From an optimization exercise on the open Yosys and OpenROAD flow, aimed at small area, a short achievable clock period and few clock cycles per item; shortcuts taken in it are not production practice.
The RTL was checked by simulation tests, not by an equivalence proof against the original design.

== west ==
## morton_palette_unswizzle
module morton_palette_unswizzle
#(
  parameter int MAX_SIDE_LOG2   = MAX_SIDE_LOG2_DEF,
  parameter int PALETTE_ENTRIES = PALETTE_ENTRIES_DEF
) (
  input  logic                 clk,
  input  logic                 rst,
  input  logic                 in_valid,
  output logic                 in_ready,
  input  mpu_pkg::in_item_t             in_data,
  output logic                 out_valid,
  input  logic                 out_ready,
  output mpu_pkg::out_item_t            out_data,
  input  logic                 cfg_we,
  input  logic [CFG_IDX_W-1:0] cfg_index,
  input  logic [SIDE_W-1:0]    cfg_data
);
==> flow/config.mk <==
export PLATFORM = sky130hd
export DESIGN_NAME = morton_palette_unswizzle
export DESIGN_NICKNAME = morton_palette_unswizzle
export VERILOG_FILES = /design/flow/design.v
export SDC_FILE = /design/flow/constraint.sdc
export NUM_CORES = 4
export LEC_CHECK = 0
export CAP_MARGIN = 20
export CORE_MARGIN = 2
export CORE_UTILIZATION = 55
export CTS_CLUSTER_DIAMETER = 60
export CTS_CLUSTER_SIZE = 30
export SETUP_SLACK_MARGIN = 2.6
export SLEW_MARGIN = 20
export SYNTH_MEMORY_MAX_BITS = 16384
export TNS_END_PERCENT = 100
==> flow/constraint.sdc <==
create_clock -name core_clock -period 5.5 [get_ports {clk}]
set_input_delay 1.1000 -clock core_clock [delete_from_list [all_inputs] [get_ports {clk}]]
set_output_delay 1.1000 -clock core_clock [all_outputs]
set_load 0.01 [all_outputs]
standard.sh (not shown) runs the stock make flow with config.mk's settings and CLKGATE_MAP_FILE= SYNTH_SCRIPT=/design/flow/synth_recipe.tcl, a recipe that flattens the netlist after the stock synthesis.
==> flow/flow/run.sh <==
#!/bin/bash
set -euo pipefail
export BUFFER_PORTS_ARGS="-buffer_cell sky130_fd_sc_hd__buf_2"
export CTS_ARGS="-sink_clustering_enable -repair_clock_nets -sink_clustering_size 30 -sink_clustering_max_diameter 60 -dont_use_dummy_load"
bash standard.sh > standard.log 2>&1
Both conditions hold for west: the flow ran to the end and the final layout passed the timing, DRC and antenna checks.
Testbench counts of west, summed over its fixed seeds: cycles 128,491, items 128,000.
For middle, these inputs were changed with respect to west:
- SETUP_SLACK_MARGIN changed from 2.6 to 2.5
==> comparison <==
Run comparison: west worst setup path startpoint u_palette.s1_gsel[3]; middle worst setup path startpoint q_data[9]
Going from west to middle, wire length of the first global-routing pass shrank by a few percent.
middle against west: total of clock buffers placed in the layout +about 0.37%; routing usage on met3 -0.65 points.

========
== main ==
Starting RTL as in the previous note.
Design morton_palette_unswizzle, start of the top module:
module morton_palette_unswizzle
#(
  parameter int MAX_SIDE_LOG2   = MAX_SIDE_LOG2_DEF,
  parameter int PALETTE_ENTRIES = PALETTE_ENTRIES_DEF
) (
  input  logic                 clk,
  input  logic                 rst,
  input  logic                 in_valid,
  output logic                 in_ready,
  input  mpu_pkg::in_item_t             in_data,
  output logic                 out_valid,
  input  logic                 out_ready,
  output mpu_pkg::out_item_t            out_data,
  input  logic                 cfg_we,
  input  logic [CFG_IDX_W-1:0] cfg_index,
  input  logic [SIDE_W-1:0]    cfg_data
);
clock: 5.5 ns
lec_check: 0
cap_margin: 20
core_margin: 2
core_utilization: 55
cts_cluster_diameter: 60
cts_cluster_size: 30
setup_slack_margin: 2.8
slew_margin: 20
synth_memory_max_bits: 16384
tns_end_percent: 100
Scripts as last shown in full above: flow/flow/run.sh
Testbench counts of main, summed over its fixed seeds: cycles 128,491, items 128,000.
Edits applied to the flow inputs when going from main to the feature branch:
# main
export LEC_CHECK = 0
export CAP_MARGIN = 20
export CORE_MARGIN = 2
export CORE_UTILIZATION = 55
export CTS_CLUSTER_DIAMETER = 60
export CTS_CLUSTER_SIZE = 30
export SETUP_SLACK_MARGIN = 2.8
export SLEW_MARGIN = 20
export SYNTH_MEMORY_MAX_BITS = 16384
export TNS_END_PERCENT = 100
create_clock -name core_clock -period 5.5 [get_ports {clk}]
# the feature branch
export LEC_CHECK = 0
export CAP_MARGIN = 20
export CORE_MARGIN = 2
export CORE_UTILIZATION = 55
export CTS_CLUSTER_DIAMETER = 60
export CTS_CLUSTER_SIZE = 30
export SETUP_SLACK_MARGIN = 2.5
export SLEW_MARGIN = 20
export SYNTH_MEMORY_MAX_BITS = 16384
export TNS_END_PERCENT = 100
create_clock -name core_clock -period 5.5 [get_ports {clk}]
-- flow/flow/run.sh --
<<< main, line 5
>>> the feature branch, line 5
export DONT_USE_CELLS="sky130_fd_sc_hd__a222oi_1"
Findings:
Relative to main, the final cell area reported for the feature branch is lower. Summary: with main as the reference, via count in the feature branch moved down slightly. The multiplexer fraction of the synthesized cell area was comparable across main and the feature branch. The feature branch | status: complete | timing, DRC, antenna: pass.

-- re-timing with driven ports --
The flow's constraints put no driver on any port. The routed layouts listed below were extracted and timed again, unchanged, in two steps. Step 1 assumes that a clkbuf_16 drives the clock port and a buf_2 every other input. Step 2 moves the port delays by t, midway between the first and last clock arrival at a register: inputs arrive t later, outputs are due t later. That takes back most of the time a late clock gives input paths. Three values: no drivers, after step 1, after step 2; two values: the first two.
run	t (ns)	setup slack, ns	hold slack, ns	cell pins on the clock port's net
west	1.219	2.334 / 2.334 / 1.423	0.054 / -0.027 / 0.284	1
middle	1.184	2.308 / 2.180 / 1.562	0.128 / 0.025 / 0.281	1
main	1.176	2.049 / 1.918 / 1.655	0.104 / 0.015 / 0.282	1
the feature branch	1.184	2.308 / 2.180 / 1.562	0.128 / 0.025 / 0.281	1
After both steps every run listed still meets setup and hold. For west, which loses most, drivers alone change the setup slack by 0.000 ns; drivers and shift together by -0.911 ns.
